Context: an optimization exercise on an open-source flow, tuned for small area. The choices shown serve that exercise and are no tape-out recipe. Function was checked by simulation only, so behaviour that the tests miss may differ from the original. Power figures rest on the tool's default switching activity, not on a simulated workload.

### flow/config.mk
export PLATFORM = sky130hd
export DESIGN_NAME = led_tracker_top
export DESIGN_NICKNAME = led_tracker_top
export VERILOG_FILES = /design/flow/design.v
export SDC_FILE = /design/flow/constraint.sdc
export NUM_CORES = 4
export LEC_CHECK = 0
export CAP_MARGIN = 20
export CORE_MARGIN = 2
export CORE_UTILIZATION = 45
export SLEW_MARGIN = 20
### flow/constraint.sdc
create_clock -name core_clock -period 10.0 [get_ports {clk_65mhz}]
set_input_delay 2.0000 -clock core_clock [delete_from_list [all_inputs] [get_ports {clk_65mhz}]]
set_output_delay 2.0000 -clock core_clock [all_outputs]
set_load 0.01 [all_outputs]
### flow/design.v
package tracker_pkg;
    typedef logic [9-1:0] coord_x_t;
    typedef logic [8-1:0] coord_y_t;
    typedef struct packed {
        logic        valid;
        logic [11:0] rgb;
        coord_x_t    x;
        coord_y_t    y;
    } pixel_t;
    typedef struct packed {
        logic [16-1:0] count;
        logic [24-1:0]   x_sum;
        logic [24-1:0]   y_sum;
    } blob_sums_t;
    typedef struct packed {
        blob_sums_t p1;
        blob_sums_t p2;
        logic       window_end;
    } frame_stats_t;
    typedef struct packed {
        logic     found;
        coord_x_t x;
        coord_y_t y;
    } centroid_t;
    typedef struct packed {
        logic                  neg;
        logic [13-1:0] mag;
    } axis_motion_t;
    typedef struct packed {
        axis_motion_t dx;
        axis_motion_t dy;
    } motion_t;
endpackage
`timescale 1ns/1ps
module blob_accumulator (
    input  logic         clk_65mhz,
    input  logic         rst_n,
    input  tracker_pkg::pixel_t       pixel,
    input  logic         frame_done,
    output tracker_pkg::frame_stats_t stats,
    output logic         stats_strobe
);
    localparam int FRAME_W = $clog2(16);
    logic [3:0] red;
    logic [3:0] green;
    logic [3:0] blue;
    logic is_p1;
    logic is_p2;
    tracker_pkg::blob_sums_t sums_p1;
    tracker_pkg::blob_sums_t sums_p2;
    logic [FRAME_W-1:0] frame_cnt;
    logic last_frame;
    assign red = pixel.rgb[11:8];
    assign green = pixel.rgb[7:4];
    assign blue = pixel.rgb[3:0];
    assign is_p1 = pixel.valid && (red > 4'(12))
        && (green < 4'(3)) && (blue < 4'(3));
    assign is_p2 = pixel.valid && (red > 4'(12))
        && (green > 4'(12)) && (blue > 4'(12));
    assign last_frame = (frame_cnt == FRAME_W'(16 - 1));
    always_ff @(posedge clk_65mhz or negedge rst_n) begin
        if (!rst_n) begin
            sums_p1 <= '0;
            sums_p2 <= '0;
            frame_cnt <= '0;
            stats_strobe <= 1'b0;
        end else begin
            stats_strobe <= frame_done;
            if (frame_done) begin
                sums_p1 <= '0;
                sums_p2 <= '0;
                frame_cnt <= last_frame ? '0 : frame_cnt + 1'b1;
            end else if (is_p1) begin
                sums_p1.count <= sums_p1.count + 1'b1;
                sums_p1.x_sum <= sums_p1.x_sum
                    + {{(24 - 9){1'b0}}, pixel.x};
                sums_p1.y_sum <= sums_p1.y_sum
                    + {{(24 - 8){1'b0}}, pixel.y};
            end else if (is_p2) begin
                sums_p2.count <= sums_p2.count + 1'b1;
                sums_p2.x_sum <= sums_p2.x_sum
                    + {{(24 - 9){1'b0}}, pixel.x};
                sums_p2.y_sum <= sums_p2.y_sum
                    + {{(24 - 8){1'b0}}, pixel.y};
            end
        end
    end
    always_ff @(posedge clk_65mhz) begin
        if (frame_done) begin
            stats.p1 <= sums_p1;
            stats.p2 <= sums_p2;
            stats.window_end <= last_frame;
        end
    end
endmodule
`timescale 1ns/1ps
module centroid_divider (
    input  logic       clk_65mhz,
    input  logic       rst_n,
    input  tracker_pkg::blob_sums_t sums,
    input  logic       window_end,
    input  logic       start,
    output tracker_pkg::centroid_t  centroid,
    output logic       window_end_out,
    output logic       centroid_strobe
);
    localparam int REM_W = 16 + 1;
    localparam int STEP_W = $clog2(24);
    localparam logic [STEP_W-1:0] LAST_STEP = STEP_W'(24 - 1);
    logic busy;
    logic [STEP_W-1:0] step_cnt;
    logic [16-1:0] divisor;
    logic window_end_hold;
    logic [REM_W-1:0] x_rem;
    logic [REM_W-1:0] y_rem;
    logic [24-1:0] x_quo;
    logic [24-1:0] y_quo;
    logic [REM_W-1:0] x_rem_next;
    logic [REM_W-1:0] y_rem_next;
    logic [24-1:0] x_quo_next;
    logic [24-1:0] y_quo_next;
    function automatic logic [REM_W+24-1:0] div_step(
        input logic [REM_W-1:0]        rem,
        input logic [24-1:0]   quo,
        input logic [16-1:0] den
    );
        logic [REM_W-1:0] trial;
        trial = {rem[REM_W-2:0], quo[24-1]};
        if (trial >= {1'b0, den}) begin
            div_step = {trial - {1'b0, den}, quo[24-2:0], 1'b1};
        end else begin
            div_step = {trial, quo[24-2:0], 1'b0};
        end
    endfunction
    assign {x_rem_next, x_quo_next} = div_step(x_rem, x_quo, divisor);
    assign {y_rem_next, y_quo_next} = div_step(y_rem, y_quo, divisor);
    always_ff @(posedge clk_65mhz) begin
        if (start) begin
            x_rem <= '0;
            y_rem <= '0;
            x_quo <= sums.x_sum;
            y_quo <= sums.y_sum;
            divisor <= sums.count;
            window_end_hold <= window_end;
        end else if (busy) begin
            x_rem <= x_rem_next;
            y_rem <= y_rem_next;
            x_quo <= x_quo_next;
            y_quo <= y_quo_next;
        end
    end
    always_ff @(posedge clk_65mhz or negedge rst_n) begin
        if (!rst_n) begin
            busy <= 1'b0;
            step_cnt <= '0;
            centroid <= '0;
            window_end_out <= 1'b0;
            centroid_strobe <= 1'b0;
        end else begin
            centroid_strobe <= 1'b0;
            if (start) begin
                busy <= 1'b1;
                step_cnt <= '0;
            end else if (busy) begin
                step_cnt <= step_cnt + 1'b1;
                if (step_cnt == LAST_STEP) begin
                    busy <= 1'b0;
                    centroid_strobe <= 1'b1;
                    window_end_out <= window_end_hold;
                    centroid.found <= (divisor != '0);
                    if (divisor != '0) begin
                        centroid.x <= x_quo_next[9-1:0];
                        centroid.y <= y_quo_next[8-1:0];
                    end
                end
            end
        end
    end
endmodule
`timescale 1ns/1ps
module motion_accumulator #(
    parameter int CW = 9
) (
    input  logic         clk_65mhz,
    input  logic         rst_n,
    input  logic [CW-1:0] coord,
    input  logic         found,
    input  logic         update,
    input  logic         window_end,
    output tracker_pkg::axis_motion_t motion,
    output logic         motion_strobe
);
    logic [CW-1:0] prev;
    logic have_prev;
    logic [CW-1:0] diff_mag;
    logic diff_neg;
    tracker_pkg::axis_motion_t step_delta;
    tracker_pkg::axis_motion_t total;
    tracker_pkg::axis_motion_t total_next;
    always_comb begin
        diff_neg = (coord < prev);
        diff_mag = diff_neg ? prev - coord : coord - prev;
        step_delta.neg = diff_neg;
        step_delta.mag = {{(13 - CW){1'b0}}, diff_mag};
    end
    always_comb begin
        total_next = total;
        if (found && have_prev) begin
            if (step_delta.neg == total.neg) begin
                total_next.mag = total.mag + step_delta.mag;
            end else if (total.mag >= step_delta.mag) begin
                total_next.mag = total.mag - step_delta.mag;
            end else begin
                total_next.neg = step_delta.neg;
                total_next.mag = step_delta.mag - total.mag;
            end
            if (total_next.mag == '0) begin
                total_next.neg = 1'b0;
            end
        end
    end
    always_ff @(posedge clk_65mhz or negedge rst_n) begin
        if (!rst_n) begin
            have_prev <= 1'b0;
            total <= '0;
            motion <= '0;
            motion_strobe <= 1'b0;
        end else begin
            motion_strobe <= 1'b0;
            if (update) begin
                if (found) begin
                    have_prev <= 1'b1;
                end
                if (window_end) begin
                    motion <= total_next;
                    motion_strobe <= 1'b1;
                    total <= '0;
                end else begin
                    total <= total_next;
                end
            end
        end
    end
    always_ff @(posedge clk_65mhz) begin
        if (update && found) begin
            prev <= coord;
        end
    end
endmodule
`timescale 1ns/1ps
module led_tracker_top (
    input  logic        clk_65mhz,
    input  logic        rst_n,
    input  logic [29:0] pixel,
    input  logic        frame_done,
    output logic [17:0] centroid_p1,
    output logic [17:0] centroid_p2,
    output logic        centroid_p1_strobe,
    output logic        centroid_p2_strobe,
    output logic [27:0] motion_p1,
    output logic [27:0] motion_p2,
    output logic        motion_p1_strobe,
    output logic        motion_p2_strobe
);
    tracker_pkg::pixel_t    pixel_s;
    tracker_pkg::centroid_t centroid_p1_s;
    tracker_pkg::centroid_t centroid_p2_s;
    tracker_pkg::motion_t   motion_p1_s;
    tracker_pkg::motion_t   motion_p2_s;
    assign pixel_s = pixel;
    assign centroid_p1 = centroid_p1_s;
    assign centroid_p2 = centroid_p2_s;
    assign motion_p1 = motion_p1_s;
    assign motion_p2 = motion_p2_s;
    tracker_pkg::frame_stats_t stats;
    logic stats_strobe;
    logic window_end_p1;
    logic window_end_p2;
    logic strobe_p1_x;
    logic strobe_p1_y;
    logic strobe_p2_x;
    logic strobe_p2_y;
    assign motion_p1_strobe = strobe_p1_x & strobe_p1_y;
    assign motion_p2_strobe = strobe_p2_x & strobe_p2_y;
    blob_accumulator blob_accumulator_inst (
        .clk_65mhz    (clk_65mhz),
        .rst_n        (rst_n),
        .pixel        (pixel_s),
        .frame_done   (frame_done),
        .stats        (stats),
        .stats_strobe (stats_strobe)
    );
    centroid_divider centroid_divider_p1_inst (
        .clk_65mhz       (clk_65mhz),
        .rst_n           (rst_n),
        .sums            (stats.p1),
        .window_end      (stats.window_end),
        .start           (stats_strobe),
        .centroid        (centroid_p1_s),
        .window_end_out  (window_end_p1),
        .centroid_strobe (centroid_p1_strobe)
    );
    centroid_divider centroid_divider_p2_inst (
        .clk_65mhz       (clk_65mhz),
        .rst_n           (rst_n),
        .sums            (stats.p2),
        .window_end      (stats.window_end),
        .start           (stats_strobe),
        .centroid        (centroid_p2_s),
        .window_end_out  (window_end_p2),
        .centroid_strobe (centroid_p2_strobe)
    );
    motion_accumulator #(.CW(9)) motion_p1_x_inst (
        .clk_65mhz     (clk_65mhz),
        .rst_n         (rst_n),
        .coord         (centroid_p1_s.x),
        .found         (centroid_p1_s.found),
        .update        (centroid_p1_strobe),
        .window_end    (window_end_p1),
        .motion        (motion_p1_s.dx),
        .motion_strobe (strobe_p1_x)
    );
    motion_accumulator #(.CW(8)) motion_p1_y_inst (
        .clk_65mhz     (clk_65mhz),
        .rst_n         (rst_n),
        .coord         (centroid_p1_s.y),
        .found         (centroid_p1_s.found),
        .update        (centroid_p1_strobe),
        .window_end    (window_end_p1),
        .motion        (motion_p1_s.dy),
        .motion_strobe (strobe_p1_y)
    );
    motion_accumulator #(.CW(9)) motion_p2_x_inst (
        .clk_65mhz     (clk_65mhz),
        .rst_n         (rst_n),
        .coord         (centroid_p2_s.x),
        .found         (centroid_p2_s.found),
        .update        (centroid_p2_strobe),
        .window_end    (window_end_p2),
        .motion        (motion_p2_s.dx),
        .motion_strobe (strobe_p2_x)
    );
    motion_accumulator #(.CW(8)) motion_p2_y_inst (
        .clk_65mhz     (clk_65mhz),
        .rst_n         (rst_n),
        .coord         (centroid_p2_s.y),
        .found         (centroid_p2_s.found),
        .update        (centroid_p2_strobe),
        .window_end    (window_end_p2),
        .motion        (motion_p2_s.dy),
        .motion_strobe (strobe_p2_y)
    );
endmodule
### flow/run.sh
#!/bin/bash
# synth_recipe.tcl (not shown) runs the flow's synth.tcl, then flattens the netlist and writes it again
# the make line also repeats each setting of config.mk as NAME=value (left out here)
make -C /OpenROAD-flow-scripts/flow DESIGN_CONFIG=/design/flow/config.mk WORK_HOME=/design/flow/orfs CLKGATE_MAP_FILE= SYNTH_SCRIPT=/design/flow/synth_recipe.tcl finish
==> results of run 1 <==
==> cell usage after synthesis (12+ instances only) <==
| library cell | number | share of area [%] |
|---|---|---|
| sky130_fd_sc_hd__clkbuf_1 | 122 | 1.2 |
| sky130_fd_sc_hd__dfxtp_1 | 64 | 3.3 |
| sky130_fd_sc_hd__ha_1 | 271 | 8.8 |
| sky130_fd_sc_hd__a21oi_1 | 248 | 3.2 |
| sky130_fd_sc_hd__o22ai_1 | 55 | 0.90 |
| sky130_fd_sc_hd__xor2_1 | 83 | 1.9 |
| sky130_fd_sc_hd__buf_2 | 15 | 0.20 |
| sky130_fd_sc_hd__mux2i_1 | 103 | 2.7 |
| sky130_fd_sc_hd__o31ai_1 | 20 | 0.39 |
| sky130_fd_sc_hd__fa_1 | 28 | 1.5 |
| sky130_fd_sc_hd__nor2b_1 | 50 | 0.82 |
| sky130_fd_sc_hd__a211oi_1 | 82 | 1.6 |
| sky130_fd_sc_hd__or3_1 | 40 | 0.65 |
| sky130_fd_sc_hd__nor3_1 | 63 | 0.82 |
| sky130_fd_sc_hd__nand3_1 | 70 | 0.91 |
| sky130_fd_sc_hd__o21a_1 | 25 | 0.49 |
| sky130_fd_sc_hd__dfrtp_1 | 301 | 20 |
| sky130_fd_sc_hd__a31oi_1 | 22 | 0.36 |
| sky130_fd_sc_hd__nor2_1 | 311 | 3.0 |
| sky130_fd_sc_hd__xnor2_1 | 137 | 3.1 |
| sky130_fd_sc_hd__mux2_2 | 141 | 4.1 |
| sky130_fd_sc_hd__and3_1 | 29 | 0.47 |
| sky130_fd_sc_hd__edfxtp_1 | 292 | 23 |
| sky130_fd_sc_hd__and2_1 | 17 | 0.28 |
| sky130_fd_sc_hd__o21bai_1 | 27 | 0.53 |
| sky130_fd_sc_hd__o31a_1 | 18 | 0.41 |
| sky130_fd_sc_hd__inv_1 | 285 | 2.8 |
| sky130_fd_sc_hd__a21o_1 | 51 | 1.0 |
| sky130_fd_sc_hd__nand2_1 | 284 | 2.8 |
| sky130_fd_sc_hd__o211ai_1 | 12 | 0.23 |
| sky130_fd_sc_hd__nor4_1 | 35 | 0.57 |
| sky130_fd_sc_hd__o21ai_0 | 190 | 2.5 |
| sky130_fd_sc_hd__nand2b_1 | 48 | 0.78 |
| sky130_fd_sc_hd__nand4_1 | 42 | 0.69 |
==> per-stage QoR <==
step	cells	hold WS [ps]	util, %	power, mW
after floorplan	3770	400	-	4.07
after global placement	4918	400	48.0	4.36
after detailed placement	4918	405	48.0	4.37
after CTS	5059	416	51.0	7.22
after global routing	5059	423	51.0	7.49
final	5060	414	51.0	7.14
==> logic make-up (layout without fill, tap and decap cells) <==
group                    after synthesis  count (layout)  synth area share [%]
AO/OA/AOI/OAI                        870             870                  14.5
XOR/XNOR                             222             222                  5.14
adder cells (fa/ha/maj)              299             299                  10.3
buffers and inverters                441             586                  4.47
flip-flops                           657             657                  45.9
multiplexers                         246             246                  6.93
other                                  0               1                     0
AND/OR/NAND/NOR                     1035            1035                  12.8
==> report_power, final <==
part	internal, mW	total [mW]	switching, mW
Sequential	2.99	3.10	0.116
Combinational	0.550	1.21	0.663
Clock	1.64	2.82	1.18
==> final timing paths <==
path | depth (start not counted) | start | end
max | 27 | centroid_divider_p2_inst.centroid[0]$_DFFE_PN0P_ | motion_p2_y_inst.motion[13]$_DFFE_PN0P_
max in group asynchronous | 3 | rst_n | blob_accumulator_inst.sums_p1[17]$_DFFE_PN0P_
min reg2reg | 0 | blob_accumulator_inst.stats[123]$_DFFE_PP_ | centroid_divider_p1_inst.divisor[10]$_DFFE_PP_
min | 0 | blob_accumulator_inst.stats[123]$_DFFE_PP_ | centroid_divider_p1_inst.divisor[10]$_DFFE_PP_
min in group asynchronous | 1 | rst_n | motion_p2_y_inst.total[1]$_DFFE_PN0P_
max reg2reg | 27 | centroid_divider_p2_inst.centroid[0]$_DFFE_PN0P_ | motion_p2_y_inst.motion[13]$_DFFE_PN0P_
==> area by class of cell <==
cell class / instances / area [um^2]
diodes: 1 / 2.50
flip-flops and latches: 657 / 17600
clock inverters: 40 / 498
repair buffers: 158 / 1530
fillers: 7695 / 41500
clock buffers: 101 / 2070
well taps: 1144 / 1430
inverters: 287 / 1080
multi-input cells: 2672 / 19100
==> registers in the layout, summed over array words and instances (netlist names), 18 cells and up <==
register and count:
centroid_divider_p2_inst.x_quo 24, centroid_divider_p2_inst.centroid 18, centroid_divider_p2_inst.y_quo 24, centroid_divider_p1_inst.x_quo 24, blob_accumulator_inst.sums_p1 64, centroid_divider_p1_inst.y_quo 24
blob_accumulator_inst.stats 129, centroid_divider_p1_inst.centroid 18, blob_accumulator_inst.sums_p2 64
==> routing by layer <==
metal / share of wire [%] / vias to the layer above / global-route usage (%)
met4: 2.1 / 6 / 4.87
li1: - / 13600 / -
met1: 49 / 13300 / 29.3
met3: 3.9 / 120 / 3.16
met5: 0.038 / - / 0
met2: 45 / 534 / 32.4
==> critical path: stages (launching register included) <==
cell and delay [ps]:
sky130_fd_sc_hd__dfrtp_1 420, sky130_fd_sc_hd__inv_1 80, sky130_fd_sc_hd__ha_1 160, sky130_fd_sc_hd__inv_1 60, sky130_fd_sc_hd__fa_1 390, sky130_fd_sc_hd__a211oi_1 210
sky130_fd_sc_hd__o21ai_0 130, sky130_fd_sc_hd__a31oi_2 800, sky130_fd_sc_hd__mux2i_1 330, sky130_fd_sc_hd__o21ai_0 110, sky130_fd_sc_hd__nand2_1 80, sky130_fd_sc_hd__nand2_1 80
sky130_fd_sc_hd__nand2_1 80, sky130_fd_sc_hd__nand2_1 50, sky130_fd_sc_hd__a221o_1 330, sky130_fd_sc_hd__xor2_1 170, sky130_fd_sc_hd__ha_1 400, sky130_fd_sc_hd__a21oi_1 340
sky130_fd_sc_hd__o2111ai_1 190, sky130_fd_sc_hd__a21oi_1 700, sky130_fd_sc_hd__buf_4 320, sky130_fd_sc_hd__mux2_2 350, sky130_fd_sc_hd__o21ai_0 190, sky130_fd_sc_hd__xor2_1 120
sky130_fd_sc_hd__nor4_1 290, sky130_fd_sc_hd__nand4_1 120, sky130_fd_sc_hd__nor4_1 480, sky130_fd_sc_hd__o21ai_0 150
==> summary.txt, run 1 <==
# TYPE chip_impl_metric gauge
chip_impl_info{name="critPathCaptureType",value="register"} 1
chip_impl_metric{name="power_density",unit="mW/mm^2"} 165
chip_impl_metric{name="postPlaceCellArea",unit="mm^2"} 0.0407
chip_impl_metric{name="drt-wirelength-per-cell",unit="um"} 17.6
chip_impl_metric{name="hold_buffers",unit=""} 0
chip_impl_metric{name="cts_buffers",unit=""} 76
chip_impl_metric{name="wire_length_of_the_first_global_routing_pass",unit="mm"} 144
chip_impl_metric{name="totalNegativeSetupSlack",unit="ps"} 0
chip_impl_metric{name="grt_pass1_vias",unit=""} 26600
chip_impl_metric{name="ys_seq_elements",unit=""} 657
chip_impl_metric{name="seq_area_frac_synth",unit="%"} 45.9
chip_impl_metric{name="critPathRequiredTime",unit="ps"} 10480
chip_impl_metric{name="synth_cell_types",unit=""} 99
chip_impl_metric{name="yosys_warnings",unit=""} 4
chip_impl_metric{name="async_flop_share",unit="%"} 45.8
chip_impl_info{name="rsz0062_at_grt",value="false"} 1
chip_impl_metric{name="total_leakage_power",unit="nW"} 18.5
chip_impl_metric{name="design.portCount",unit=""} 129
chip_impl_metric{name="final_hold_viol_count",unit=""} 0
chip_impl_metric{name="synthesis.instances",unit=""} 3770
chip_impl_metric{name="dieWidth",unit="um"} 296
chip_impl_metric{name="timing.critical_path.fanout_max",unit=""} 16
chip_impl_metric{name="postCtsSetupRepairBufs",unit=""} 0
chip_impl_metric{name="ctsLongestPathBuffers",unit=""} 3
chip_impl_metric{name="syn_area",unit="mm^2"} 0.0383
chip_impl_metric{name="gp_congestion",unit=""} 0.924
chip_impl_info{name="cts_root_buffer",value="sky130_fd_sc_hd__clkbuf_16"} 1
chip_impl_metric{name="timing_max_transition_violations_final",unit=""} 0
chip_impl_metric{name="clock-sinks",unit=""} 657
chip_impl_metric{name="nNetsFinal",unit=""} 4184
chip_impl_metric{name="core_area",unit="mm^2"} 0.0847
chip_impl_metric{name="grt-ovfl-total",unit=""} 0
chip_impl_metric{name="grt_max_degree",unit=""} 141
chip_impl_info{name="critPathKind",value="register to register"} 1
chip_impl_metric{name="non_filler_cell_area_final",unit="mm^2"} 0.0433
chip_impl_metric{name="number_of_flops_mapped_to_enable_cells_by_yosys",unit=""} 292
chip_impl_metric{name="half_perimeter_wire_length_after_placement",unit="mm"} 63.8
chip_impl_metric{name="ff2ff_setup_slack",unit="ps"} 2700
chip_impl_metric{name="groute.usage.overall",unit="%"} 20.4
chip_impl_metric{name="worst_skew_pair.late_latency",unit="ps"} 630
chip_impl_metric{name="finalWorstPathRequiredPeriod",unit="ps"} 7300
chip_impl_metric{name="post_drt_via_cell_ratio",unit=""} 5.46
chip_impl_metric{name="achievable_freq",unit="GHz"} 0.137
chip_impl_metric{name="antenna_violations_before_repair",unit=""} 6
chip_impl_info{name="min_path_type",value="register to register"} 1
chip_impl_metric{name="cp_data_arrival_time",unit="ps"} 7780
chip_impl_info{name="synth_top_flop_cell",value="sky130_fd_sc_hd__dfrtp_1"} 1
chip_impl_info{name="cts_tree",value="done"} 1
chip_impl_metric{name="min_period_over_period",unit="%"} 73.0
chip_impl_metric{name="worst_vdd_drop",unit="mV"} 0.158
chip_impl_metric{name="initial_core_util",unit="%"} 45.2
chip_impl_metric{name="route.final.wire_length",unit="mm"} 88.9
chip_impl_metric{name="drt_first_iter_violations",unit=""} 1782
chip_impl_metric{name="synth.avg_cell_area",unit="um^2"} 10.2
chip_impl_metric{name="die-area",unit="mm^2"} 0.0876
chip_impl_metric{name="numPortBuffers",unit=""} 128
chip_impl_metric{name="timing.final.setup_violations",unit=""} 0
chip_impl_info{name="status",value="finished clean"} 1
chip_impl_info{name="layout.cells.most_common",value="sky130_fd_sc_hd__nor2_1"} 1
chip_impl_metric{name="route.detailed.drc",unit=""} 0
chip_impl_metric{name="cts.repair.resized",unit=""} 0
chip_impl_metric{name="h_tree_depth",unit=""} 3
chip_impl_metric{name="areaGrowthSynthToFinish",unit="%"} 12.8
chip_impl_metric{name="route.antenna.remaining_nets",unit=""} 0
chip_impl_metric{name="clkSlewWorstSetupHoldPaths",unit="ps"} 60
chip_impl_metric{name="chipHeight",unit="um"} 296
chip_impl_metric{name="timing_worst_slew_pin_value",unit="ps"} 1040
chip_impl_metric{name="maxCapViolations",unit=""} 0
chip_impl_metric{name="detailedPlace.worstSlack",unit="ps"} 2730
chip_impl_metric{name="timing.slew.headroom",unit="%"} 30.5
chip_impl_metric{name="drive_above_1_share",unit="%"} 8.76
chip_impl_info{name="worst_setup_path_start_kind",value="register"} 1
chip_impl_metric{name="post_layout_worst_setup_margin",unit="ps"} 2700
chip_impl_info{name="most_frequent_cells_in_the_layout",value="310 x sky130_fd_sc_hd__nor2_1, 298 x sky130_fd_sc_hd__dfrtp_1, 292 x sky130_fd_sc_hd__edfxtp_1"} 1
chip_impl_metric{name="finClkSkew",unit="ps"} 37.0
chip_impl_metric{name="first_pass_iters",unit=""} 5
chip_impl_metric{name="vias",unit=""} 27600
chip_impl_metric{name="std_cell_rows",unit=""} 107
==> run 2, diff against run 1 <==
==> flow/design.v (replaced) <==
`timescale 1ns/1ps
module led_tracker_top (
    input  logic        clk_65mhz,
    input  logic        rst_n,
    input  logic [29:0] pixel,
    input  logic        frame_done,
    output logic [17:0] centroid_p1,
    output logic [17:0] centroid_p2,
    output logic        centroid_p1_strobe,
    output logic        centroid_p2_strobe,
    output logic [27:0] motion_p1,
    output logic [27:0] motion_p2,
    output logic        motion_p1_strobe,
    output logic        motion_p2_strobe
);
    logic [3:0] red, green, blue;
    logic [8:0] px;
    logic [7:0] py;
    logic is_p1, is_p2;
    assign red   = pixel[28:25];
    assign green = pixel[24:21];
    assign blue  = pixel[20:17];
    assign px    = pixel[16:8];
    assign py    = pixel[7:0];
    assign is_p1 = pixel[29] && !frame_done && (red > 4'd12)
        && (green < 4'd3) && (blue < 4'd3);
    assign is_p2 = pixel[29] && !frame_done && (red > 4'd12)
        && (green > 4'd12) && (blue > 4'd12);
    logic        restart;
    logic [15:0] c1, c2;
    logic [23:0] sx1, sy1, sx2, sy2;
    always_ff @(posedge clk_65mhz or negedge rst_n) begin
        if (!rst_n) restart <= 1'b1;
        else        restart <= frame_done;
    end
    always_ff @(posedge clk_65mhz) begin
        c1  <= (restart ? 16'd0 : c1)  + {15'd0, is_p1};
        sx1 <= (restart ? 24'd0 : sx1) + {15'd0, is_p1 ? px : 9'd0};
        sy1 <= (restart ? 24'd0 : sy1) + {16'd0, is_p1 ? py : 8'd0};
        c2  <= (restart ? 16'd0 : c2)  + {15'd0, is_p2};
        sx2 <= (restart ? 24'd0 : sx2) + {15'd0, is_p2 ? px : 9'd0};
        sy2 <= (restart ? 24'd0 : sy2) + {16'd0, is_p2 ? py : 8'd0};
    end
    logic [6:0] step;
    logic [3:0] frame_cnt;
    logic       window_end;
    always_ff @(posedge clk_65mhz or negedge rst_n) begin
        if (!rst_n) begin
            step <= 7'd127;
            frame_cnt <= 4'd0;
        end else begin
            if (frame_done) begin
                step <= 7'd0;
                frame_cnt <= frame_cnt + 4'd1;
            end else if (step != 7'd127) begin
                step <= step + 7'd1;
            end
        end
    end
    assign window_end = (frame_cnt == 4'd0);
    logic [95:0] chain;
    logic [15:0] rem;
    logic [15:0] den;
    logic [15:0] den_p2;
    logic [16:0] trial;
    logic [16:0] diff;
    logic        q;
    logic        rem_clear;
    logic        found;
    assign trial = {rem, chain[95]};
    assign diff  = trial - {1'b0, den};
    assign q     = !diff[16] || rem[15];
    assign rem_clear = (step == 7'd0) || (step == 7'd24)
        || (step == 7'd48) || (step == 7'd72);
    always_ff @(posedge clk_65mhz) begin
        if (step == 7'd0) chain <= {sx1, sy1, sx2, sy2};
        else              chain <= {chain[94:0], q};
        if (rem_clear) rem <= 16'd0;
        else           rem <= q ? diff[15:0] : trial[15:0];
        if (step == 7'd0) begin
            den <= c1;
            den_p2 <= c2;
        end else if (step == 7'd48) begin
            den <= den_p2;
        end
        if (step == 7'd48 || step == 7'd96) found <= (den != 16'd0);
    end
    logic [16:0] last1, last2;
    logic [16:0] ref1, ref2;
    logic        have1, have2;
    logic [16:0] cur, start;
    logic        neg_x, neg_y;
    logic [8:0]  mag_x;
    logic [7:0]  mag_y;
    always_ff @(posedge clk_65mhz or negedge rst_n) begin
        if (!rst_n) begin
            last1 <= 17'd0;
            last2 <= 17'd0;
            have1 <= 1'b0;
            have2 <= 1'b0;
        end else begin
            if (step == 7'd49 && found) last1 <= {chain[32:24], chain[7:0]};
            if (step == 7'd97 && found) last2 <= {chain[32:24], chain[7:0]};
            if (step == 7'd50 && found) have1 <= 1'b1;
            if (step == 7'd98 && found) have2 <= 1'b1;
        end
    end
    always_ff @(posedge clk_65mhz) begin
        if (!have1 || (step == 7'd51 && window_end)) ref1 <= last1;
        if (!have2 || (step == 7'd99 && window_end)) ref2 <= last2;
    end
    assign cur   = step[6] ? last2 : last1;
    assign start = step[6] ? ref2 : ref1;
    assign neg_x = cur[16:8] < start[16:8];
    assign neg_y = cur[7:0] < start[7:0];
    assign mag_x = neg_x ? start[16:8] - cur[16:8] : cur[16:8] - start[16:8];
    assign mag_y = neg_y ? start[7:0] - cur[7:0] : cur[7:0] - start[7:0];
    assign centroid_p1 = {found, last1};
    assign centroid_p2 = {found, last2};
    assign centroid_p1_strobe = (step == 7'd50);
    assign centroid_p2_strobe = (step == 7'd98);
    assign motion_p1 = {neg_x, 4'd0, mag_x, neg_y, 5'd0, mag_y};
    assign motion_p2 = motion_p1;
    assign motion_p1_strobe = (step == 7'd51) && window_end;
    assign motion_p2_strobe = (step == 7'd99) && window_end;
endmodule
==> summary.txt, run 2 <==
# TYPE chip_impl_metric gauge
chip_impl_metric{name="clock-sinks",unit=""} 355
chip_impl_metric{name="min_period_over_period",unit="%"} 69.7
chip_impl_metric{name="seq_area_frac_synth",unit="%"} 46.0
chip_impl_info{name="reg2reg_from",value="restart$_DFF_PN1_"} 1
chip_impl_metric{name="syn_area",unit="mm^2"} 0.0174
chip_impl_info{name="netlist_top_cells_area",value="sky130_fd_sc_hd__dfxtp_1 28%, sky130_fd_sc_hd__edfxtp_1 12%, sky130_fd_sc_hd__nand2_1 8.4%"} 1
chip_impl_metric{name="final_hold_viol_count",unit=""} 0
chip_impl_metric{name="timing_worst_slew_pin_value",unit="ps"} 1050
chip_impl_metric{name="drive_above_1_share",unit="%"} 7.28
chip_impl_metric{name="post_drt_via_cell_ratio",unit=""} 5.00
chip_impl_metric{name="initial_core_util",unit="%"} 45.3
chip_impl_metric{name="cp_data_arrival_time",unit="ps"} 4970
chip_impl_metric{name="worst_skew_pair.late_latency",unit="ps"} 550
chip_impl_metric{name="nNetsFinal",unit=""} 2080
chip_impl_metric{name="route.detailed.drc",unit=""} 0
chip_impl_info{name="crit_slowest_cell",value="sky130_fd_sc_hd__o21bai_1"} 1
chip_impl_metric{name="chipHeight",unit="um"} 201
chip_impl_metric{name="post-layout-total-power",unit="mW"} 3.50
chip_impl_metric{name="half_perimeter_wire_length_after_placement",unit="mm"} 24.6
chip_impl_info{name="worstHoldStart",value="chain[34]$_DFF_P_"} 1
chip_impl_metric{name="synthesis.instances",unit=""} 1871
chip_impl_metric{name="async_flop_share",unit="%"} 13.5
chip_impl_info{name="min_path_type",value="register to register"} 1
chip_impl_metric{name="achievable_freq",unit="GHz"} 0.144
chip_impl_metric{name="synth_top_area_share",unit="%"} 27.6
chip_impl_metric{name="route.final.wire_length",unit="mm"} 35.4
chip_impl_info{name="cts_root_buffer",value="sky130_fd_sc_hd__clkbuf_16"} 1
chip_impl_info{name="rsz0062_at_grt",value="false"} 1
chip_impl_metric{name="finClkSkew",unit="ps"} 25.1
chip_impl_metric{name="yosys_warnings",unit=""} 1
chip_impl_metric{name="number_of_flops_mapped_to_enable_cells_by_yosys",unit=""} 67
chip_impl_metric{name="drt-met1-wl",unit="mm"} 16.9
chip_impl_metric{name="first_pass_iters",unit=""} 5
chip_impl_metric{name="critical_path.n_buffers_inverters",unit=""} 3
chip_impl_metric{name="finalWorstPathRequiredPeriod",unit="ps"} 6970
chip_impl_info{name="cts_tree",value="done"} 1
chip_impl_metric{name="ctsLongestPathBuffers",unit=""} 3
chip_impl_metric{name="worst_vdd_drop",unit="mV"} 0.131
chip_impl_info{name="status",value="finished clean"} 1
chip_impl_metric{name="timing.slew.headroom",unit="%"} 30.3
chip_impl_metric{name="timing_max_transition_violations_final",unit=""} 0
chip_impl_metric{name="totalNegativeSetupSlack",unit="ps"} 0
chip_impl_metric{name="synth_cell_types",unit=""} 81
chip_impl_metric{name="layout.area.seq",unit="mm^2"} 0.00803
chip_impl_metric{name="largest_register_ff_count",unit=""} 96
chip_impl_info{name="top_layer",value="met4"} 1
chip_impl_metric{name="drt_first_iter_violations",unit=""} 545
chip_impl_metric{name="post-place-cells",unit=""} 2422
chip_impl_metric{name="maxCapViolations",unit=""} 0
chip_impl_info{name="startpoint",value="step[6]$_DFFE_PN1P_"} 1
chip_impl_info{name="critPathTopFamily",value="buffers and inverters"} 1
chip_impl_metric{name="fillerInstances",unit=""} 3536
chip_impl_metric{name="vias",unit=""} 12500
chip_impl_metric{name="std_cell_rows",unit=""} 72
chip_impl_info{name="most_frequent_cells_in_the_layout",value="388 x sky130_fd_sc_hd__nand2_1, 240 x sky130_fd_sc_hd__dfxtp_1, 116 x sky130_fd_sc_hd__nor2_1"} 1
chip_impl_metric{name="ys_seq_elements",unit=""} 355
chip_impl_info{name="synth_top_flop_cell",value="sky130_fd_sc_hd__dfxtp_1"} 1
chip_impl_info{name="yosys.cell_count.top_type",value="sky130_fd_sc_hd__nand2_1"} 1
chip_impl_metric{name="grt-ovfl-total",unit=""} 0
chip_impl_metric{name="drt-wirelength-per-cell",unit="um"} 14.2
chip_impl_metric{name="hold_buffers",unit=""} 0
chip_impl_metric{name="core_area",unit="mm^2"} 0.0385
chip_impl_info{name="critical-path-top-cell-by-count",value="sky130_fd_sc_hd__mux2i_1"} 1
chip_impl_info{name="netlist.top_cell.by_area",value="sky130_fd_sc_hd__dfxtp_1"} 1
chip_impl_metric{name="gp_congestion",unit=""} 0.843
chip_impl_info{name="synth.cells.most_frequent",value="388 x sky130_fd_sc_hd__nand2_1, 240 x sky130_fd_sc_hd__dfxtp_1, 116 x sky130_fd_sc_hd__nor2_1, 92 x sky130_fd_sc_hd__ha_1, 88 x sky130_fd_sc_hd__xnor2_1"} 1
chip_impl_metric{name="timing.critical_path.fanout_max",unit=""} 34
chip_impl_metric{name="groute.usage.overall",unit="%"} 17.6
chip_impl_metric{name="die-area",unit="mm^2"} 0.0403
chip_impl_metric{name="design.portCount",unit=""} 129
chip_impl_metric{name="multi_input_combinational_cell_area",unit="mm^2"} 0.00860
chip_impl_metric{name="wire_length_of_the_first_global_routing_pass",unit="mm"} 59.6
chip_impl_info{name="critPathCaptureType",value="output pin"} 1
chip_impl_metric{name="critPathRequiredTime",unit="ps"} 8000
chip_impl_metric{name="grt_pass1_vias",unit=""} 12100
chip_impl_metric{name="grt_max_degree",unit=""} 105
chip_impl_info{name="critPathKind",value="register to output pin"} 1
chip_impl_info{name="critical_path.cell_chain",value="buf_4 -> mux2i_1 -> inv_1 -> ha_1 -> nor2b_1 -> o2111ai_1 -> nand3b_1 -> a31oi_1 -> o21bai_1 -> mux2i_1 -> xor2_1 -> clkdlybuf4s50_1"} 1
chip_impl_metric{name="route.antenna.remaining_nets",unit=""} 0
chip_impl_metric{name="cts_buffers",unit=""} 40
chip_impl_metric{name="areaGrowthSynthToFinish",unit="%"} 15.7
chip_impl_metric{name="postCtsSetupRepairBufs",unit=""} 0
chip_impl_metric{name="synth.avg_cell_area",unit="um^2"} 9.32
chip_impl_metric{name="cts.repair.resized",unit=""} 0
chip_impl_metric{name="total_leakage_power",unit="nW"} 8.75
chip_impl_metric{name="dieWidth",unit="um"} 201
chip_impl_metric{name="antenna-diode-count",unit=""} 0
chip_impl_metric{name="h_tree_depth",unit=""} 2
chip_impl_info{name="registers.top_by_ff_count",value="chain"} 1
chip_impl_info{name="worst_setup_path_start_kind",value="register"} 1
chip_impl_metric{name="post_layout_nonfiller_instances",unit=""} 2495
chip_impl_metric{name="timing.final.setup_violations",unit=""} 0
chip_impl_metric{name="antenna_violations_before_repair",unit=""} 0
chip_impl_metric{name="clkSlewWorstSetupHoldPaths",unit="ps"} 60
chip_impl_metric{name="met3_wirelength",unit="mm"} 1.29
chip_impl_metric{name="wl_met2",unit="mm"} 16.4
chip_impl_metric{name="numPortBuffers",unit=""} 110
chip_impl_metric{name="power_density",unit="mW/mm^2"} 174
chip_impl_metric{name="ff2ff_setup_slack",unit="ps"} 5560
chip_impl_metric{name="critPathMaxStageDelay",unit="ps"} 680
chip_impl_info{name="layout.cells.most_common",value="sky130_fd_sc_hd__nand2_1"} 1
-- run 2: cell types whose count changed after synthesis, moves of 74 or more --
cell / before / now
sky130_fd_sc_hd__dfxtp_1: 64 / 240
sky130_fd_sc_hd__ha_1: 271 / 92
sky130_fd_sc_hd__inv_1: 285 / 84
sky130_fd_sc_hd__a21oi_1: 248 / 70
sky130_fd_sc_hd__mux2_2: 141 / 37
sky130_fd_sc_hd__o21ai_0: 190 / 60
sky130_fd_sc_hd__edfxtp_1: 292 / 67
sky130_fd_sc_hd__dfrtp_1: 301 / 40
sky130_fd_sc_hd__clkbuf_1: 122 / 41
sky130_fd_sc_hd__nand2_1: 284 / 388
sky130_fd_sc_hd__a211oi_1: 82 / 8
sky130_fd_sc_hd__nor2_1: 311 / 116
-- run 2: worst register-to-register path, delay by kind of cell (launching register included) --
| kind | cells | cell delay (ps) |
|---|---|---|
| flops | 1 | 960 |
| simple gates | 1 | 220 |
| compound gates | 7 | 2090 |
| fa+ha+maj | 1 | 330 |
| buf+inv | 1 | 780 |
-- run 2: final cells by class --
cell class                      count  area share [%]
Tap cell                          518            3.21
Clock buffer                       60            5.90
Inverter                           85            1.59
Clock inverter                     13           0.974
Multi-Input combinational cell   1343            42.6
Timing Repair Buffer              121            5.86
Sequential cell                   355            39.8
-- run 2: path summary, 6_finish.rpt --
check	end	depth (start not counted)
min reg2reg	chain[35]$_DFF_P_	2
min	chain[35]$_DFF_P_	2
max in group asynchronous	frame_cnt[2]$_DFFE_PN0P_	1
max	motion_p2[20]	12
min in group asynchronous	last1[6]$_DFFE_PN0P_	1
max reg2reg	sx1[13]$_DFF_P_	10
-- run 2: logic make-up (layout without fill, tap and decap cells) --
group,Yosys count,in the layout,synth area share (%)
XOR/XNOR,123,123,6.18
flip-flops,355,355,46.0
AO/OA/AOI/OAI,240,240,9.04
adder cells (fa/ha/maj),101,101,7.64
multiplexers,88,88,5.32
other,1,18,0.0215
AND/OR/NAND/NOR,773,773,20.6
buffers and inverters,190,279,5.13
-- run 2: power by group --
part           leakage [nW]  internal [mW]  switching [mW]  total (mW)
clock network         0.677          0.933           0.587        1.52
logic                  4.75          0.169           0.263       0.433
registers              3.32           1.51          0.0345        1.55
-- run 2: stage by stage --
step	util (%)	area, um^2	hold slack (ps)	setup WS, ps
finish	52.4	20200	417	3030
global route	52.4	20200	432	2710
CTS	52.4	20200	422	3000
detailed placement	48.8	18800	406	3520
global placement	48.8	18800	402	3670
floorplan	-	17500	399	4150
-- run 2: per-layer routing --
layer	vias to the layer above	track usage (%)
met1	5831	23.3
li1	6416	-
met4	0	5.11
met5	-	0
met3	55	3.43
met2	162	29.4

## separate check: timing with driven ports
The results above use ideal ports. As a check the final layouts listed here were re-extracted and re-timed, cells and wires unchanged.
Step 1 assumes that a clkbuf_16 drives the clock port and a buf_2 every other input.
Step 2 moves the port delays by t, midway between the first and last clock arrival at a register: inputs arrive t later, outputs are due t later. That takes back most of the time a late clock gives input paths.
Slacks: ideal ports / drivers / drivers and shift; pairs: ideal ports / drivers.
run | t, ns | setup slack, ns | worst slew at a driven data input, ns
run 1 | 0.686 | 2.701 / 2.701 / 2.701 | 0.08
run 2 | 0.593 | 3.034 / 2.982 / 3.537 | 0.07
After both steps setup and hold are still met in every run listed.
